This design comes from an exercise in tuning for small area on the open sky130 flow, not from production work. At most, simulation tests tie the RTL to the original design; equivalence was not proved.

==> module char_pool, before the edit <==
module char_pool (
	input  logic       clk,
	input  logic       arst_n,
	input  logic       run,
	input  logic       frame_tick,
	input  logic       spawn_tick,
	input  logic       letter_press,
	input  logic [4:0] letter_code,
	input  logic       enter_finish,
	input  logic [2:0] slot_sel,
	output logic       slot_valid,
	output logic [11:0] slot_x,
	output logic [11:0] slot_y,
	output logic [7:0] slot_text,
	output logic [1:0] slot_color,
	output logic       hit_pulse,
	output logic       miss_pulse
);
	localparam int N = 8;
	logic [1:0] kind [N];
	logic [2:0] sub  [N];
	logic [5:0] col  [N];
	logic [4:0] code [N];
	logic [8:0] row  [N];
	logic [31:0] l0;
	logic [5:0]  l1;
	logic [1:0]  l2;
	logic        lfsr_step;
	logic [4:0]  rand_code;
	logic [N-1:0] valid;
	logic [3:0] scan_step;
	logic       judge_step;
	logic [2:0] idx;
	logic [8:0] dec;
	logic [4:0] pend_code;
	logic [4:0] cur_code;
	logic       best_found;
	logic [2:0] best_idx;
	logic [8:0] best_y;
	logic [2:0] m_st;
	logic [8:0] m_row;
	logic [4:0] m_code;
	logic       m_white;
	logic       cand;
	logic       bound_hit;
	logic       in_band;
	logic       judge;
	assign lfsr_step = spawn_tick && !enter_finish;
	assign rand_code = (l0[4:0] < 5'd26) ? l0[4:0] + 5'd1 : l0[4:0] - 5'd25;
	always_ff @(posedge clk or negedge arst_n) begin
		if (!arst_n) begin
			l0 <= 32'h938ab4e1;
			l1 <= 6'(32'h2a912bdf);
			l2 <= 2'(32'hea57d2ac);
		end else if (lfsr_step) begin
			l0 <= {l0[22] ^ l0[2] ^ l0[1] ^ l0[0], l0[31:1]};
			l1 <= {l0[0] ^ l0[2] ^ l0[7] ^ l0[8] ^ l0[10] ^ l0[14] ^ l0[15] ^ l0[26] ^ l0[30] ^ l1[1] ^ l2[0], l1[5:1]};
			l2 <= {l0[2] ^ l0[3] ^ l0[12] ^ l0[13] ^ l0[16] ^ l0[17] ^ l0[18] ^ l0[20] ^ l0[26] ^ l0[27] ^ l0[31] ^ l1[4], l2[1]};
		end
	end
	logic [N-1:0] first_free;
	always_comb begin
		for (int i = 0; i < N; i++)
			valid[i] = (kind[i] != 2'b00) || sub[i][2];
		for (int i = 0; i < N; i++)
			first_free[i] = !valid[i] && ((valid & ((N)'(1) << i) - 1'b1) == ((N)'(1) << i) - 1'b1);
	end
	assign judge_step = scan_step[3];
	assign idx        = judge_step ? best_idx : scan_step[2:0];
	always_comb
		for (int k = 0; k < 9; k++)
			dec[k] = (scan_step == 4'(k));
	logic [N-1:0] isel;
	always_comb begin
		m_st = '0; m_row = '0; m_code = '0;
		for (int i = 0; i < N; i++) begin
			isel[i] = (idx == 3'(i));
			m_st   = m_st   | ({kind[i], sub[i][2]} & {3{isel[i]}});
			m_row  = m_row  | (row[i]  & {9{isel[i]}});
			m_code = m_code | (code[i] & {5{isel[i]}});
		end
	end
	assign m_white = (m_st == 3'b001);
	assign cand = run && !judge_step && m_white && (m_code == cur_code) &&
		(m_row < 9'(400)) && (!best_found || (m_row > best_y));
	assign bound_hit = run && !judge_step && m_white && (m_row >= 9'(400));
	assign in_band   = (m_row >= 9'(320)) && (m_row < 9'(400));
	assign judge     = run && judge_step && best_found;
	assign hit_pulse  = judge && in_band;
	assign miss_pulse = bound_hit || (judge && !in_band);
	always_ff @(posedge clk or negedge arst_n) begin
		if (!arst_n) begin
			scan_step  <= '0;
			pend_code  <= '0;
			cur_code   <= '0;
			best_found <= 1'b0;
		end else if (enter_finish) begin
			scan_step  <= '0;
			pend_code  <= '0;
			cur_code   <= '0;
			best_found <= 1'b0;
		end else if (run) begin
			if (letter_press)
				pend_code <= letter_code;
			if (cand)
				best_found <= 1'b1;
			if (judge_step) begin
				cur_code   <= letter_press ? letter_code : pend_code;
				pend_code  <= '0;
				best_found <= 1'b0;
				scan_step  <= '0;
			end else begin
				scan_step <= scan_step + 1'b1;
			end
		end
	end
	always_ff @(posedge clk) begin
		if (cand) begin
			best_idx <= idx;
			best_y   <= m_row;
		end
	end
	for (genvar i = 0; i < N; i++) begin : g_slot
		logic sel, spawn_here, mark, fade_ev, colored, white;
		assign sel        = isel[i];
		assign spawn_here = spawn_tick && first_free[i];
		assign mark       = sel && (bound_hit || judge);
		assign colored    = (kind[i] != 2'b00);
		assign white      = !colored && sub[i][2];
		assign fade_ev    = run && colored && (kind[i][1] ? dec[3] : dec[(i + 4) % 9]);
		always_ff @(posedge clk or negedge arst_n) begin
			if (!arst_n) begin
				kind[i]   <= 2'b00;
				sub[i][2] <= 1'b0;
			end else if (enter_finish) begin
				kind[i]   <= 2'b00;
				sub[i][2] <= 1'b0;
			end else if (spawn_here) begin
				sub[i][2] <= 1'b1;
			end else if (mark) begin
				kind[i]   <= !judge ? 2'b01 : in_band ? 2'b11 : 2'b10;
				sub[i][2] <= 1'b0;
			end else if (fade_ev) begin
				if (sub[i] == 3'b110) begin
					kind[i]   <= 2'b00;
					sub[i][2] <= 1'b0;
				end else
					sub[i][2] <= sub[i][1];
			end
		end
		always_ff @(posedge clk) begin
			if (spawn_here) begin
				col[i]       <= l1;
				code[i]      <= rand_code;
				sub[i][1:0]  <= l2;
				row[i]       <= '0;
			end else begin
				if (frame_tick && white)
					row[i] <= row[i] + 9'(sub[i][1:0]) + 9'd1;
				if (mark)
					sub[i][1:0] <= 2'd0;
				else if (fade_ev)
					sub[i][1:0] <= {sub[i][0], !sub[i][2]};
			end
		end
	end
	logic [N-1:0] rsel;
	logic [2:0] r_st;
	logic [5:0] r_col;
	logic [8:0] r_row;
	logic [4:0] r_code;
	always_comb begin
		r_st = '0; r_col = '0; r_row = '0; r_code = '0;
		for (int i = 0; i < N; i++) begin
			rsel[i] = (slot_sel == 3'(i));
			r_st   = r_st   | ({kind[i], sub[i][2]} & {3{rsel[i]}});
			r_col  = r_col  | (col[i]  & {6{rsel[i]}});
			r_row  = r_row  | (row[i]  & {9{rsel[i]}});
			r_code = r_code | (code[i] & {5{rsel[i]}});
		end
		slot_valid = |r_st;
		slot_color = {r_st[2] & r_st[1], r_st[2] ^ r_st[1]};
		slot_x     = {2'b00, 7'(r_col) + 7'(15), 3'b000};
		slot_y     = {3'b000, r_row};
		slot_text  = {3'b010, r_code};
	end
endmodule
clock: 10.0 ns
lec_check: 0
cap_margin: 20
core_margin: 2
core_utilization: 40
slew_margin: 20
standard.sh (not shown) runs the stock make flow with config.mk's settings and CLKGATE_MAP_FILE= SYNTH_SCRIPT=/design/flow/synth_recipe.tcl, a recipe that flattens the netlist after the stock synthesis.
==> flow/flow/run.sh <==
#!/bin/bash
# The standard layout (standard.sh) with three changes:
#  - synthesis: synth_recipe.tcl as is, but ABC maps for area (flow/area.abc);
#  - clock tree: no dummy loads, small clock buffers in small clusters;
#  - ports: buffered with the smallest buffer.
# Each ORFS step keeps its own log under orfs/logs; make's output goes to
# standard.log.
set -euo pipefail
here=$(pwd)
export FLOW_AREA_ABC=$here/flow/area.abc
export FLOW_SYNTH_TCL=$here/synth_recipe.tcl
export CTS_ARGS="-sink_clustering_enable -repair_clock_nets -sink_clustering_size 8 -sink_clustering_max_diameter 50 -buf_list sky130_fd_sc_hd__clkbuf_4 -dont_use_dummy_load"
export BUFFER_PORTS_ARGS="-buffer_cell sky130_fd_sc_hd__buf_1"
sed "s#SYNTH_SCRIPT=[^ ]*#SYNTH_SCRIPT=$here/flow/synth_area.tcl#" standard.sh > standard_area.sh
grep -q "SYNTH_SCRIPT=$here/flow/synth_area.tcl" standard_area.sh
bash standard_area.sh > standard.log 2>&1
==> flow/flow/area.abc <==
strash
&get -n
&fraig -x
&put
scorr
dc2
strash
&get -n
&dch -f
&nf -R 1000 -p
&put
==> flow/flow/synth_area.tcl <==
# The standard synthesis script (synth_recipe.tcl, unchanged), with only the
# ABC script of the technology-mapping step swapped for an area-oriented one.
# Flip-flops are mapped before ABC runs, so the registers are the standard ones.
proc abc {args} {
  set i [lsearch -exact $args -script]
  if { $i >= 0 } { lset args [expr {$i + 1}] $::env(FLOW_AREA_ABC) }
  yosys abc {*}$args
}
source $::env(FLOW_SYNTH_TCL)
Edit:
--- a/flow/design.v
+++ b/flow/design.v
@@ -254,21 +254,26 @@
 		always_ff @(posedge clk) begin
 			if (spawn_here) begin
 				col[i]       <= l1;
 				code[i]      <= rand_code;
 				sub[i][1:0]  <= l2;
-				row[i]       <= '0;
 			end else begin
-				if (frame_tick && white)
-					row[i] <= row[i] + 9'(sub[i][1:0]) + 9'd1;
 				if (mark)
 					sub[i][1:0] <= 2'd0;
 				else if (fade_ev)
 					sub[i][1:0] <= {sub[i][0], !sub[i][2]};
 			end
 		end
 	end
+	for (genvar i = 0; i < N; i++) begin : g_row
+		always_ff @(posedge clk) begin
+			if (!valid[i])
+				row[i] <= '0;
+			else if (frame_tick && (kind[i] == 2'b00))
+				row[i] <= row[i] + 9'(sub[i][1:0]) + 9'd1;
+		end
+	end
 	logic [N-1:0] rsel;
 	logic [2:0] r_st;
 	logic [5:0] r_col;
 	logic [8:0] r_row;
 	logic [4:0] r_code;
Routed wire length fell by a few percent.
Die area is lower slightly.
Final cell count falls by a few percent.
Hold slack improved by 0.017 ns.
Via count goes down by a few percent.
Synthesized cell count decreases by a few percent.
Global-route usage is lower by 0.87 points.
Clock-buffer cell count went up by 1.
Core utilization went up by 0.23 points.
Only the layout flow was run in the second run of this note; the RTL was not checked for function there.

## what the ideal ports hide
In the flow no input, the clock included, has a driving cell. The finished layouts below were timed again as built, in two steps.
Step 1: set_driving_cell puts a clkbuf_16 on clk and a buf_2 on each other input, an assumption about the parent block.
Step 2 adds t to the input delays and takes it off the output delays; t is the mean of the earliest and latest rising clock arrival at the registers after step 1. Input paths then give back, and output paths get back, about the clock's delay inside the block.
Slacks: ideal ports / drivers / drivers and shift; pairs: ideal ports / drivers.
run | t (ns) | slack for setup (ns) | slew at the worst register clock pin (ns) | cell pins on the clock port's net
the first run | 0.791 | 3.986 / 3.961 / 3.961 | 0.10 / 0.10 | 1
the second run | 0.772 | 3.709 / 3.683 / 3.683 | 0.09 / 0.09 | 1
After both steps every run listed still meets setup and hold. The setup slack of the second run, which loses most, moves by -0.026 ns with the drivers and by -0.026 ns with both steps.
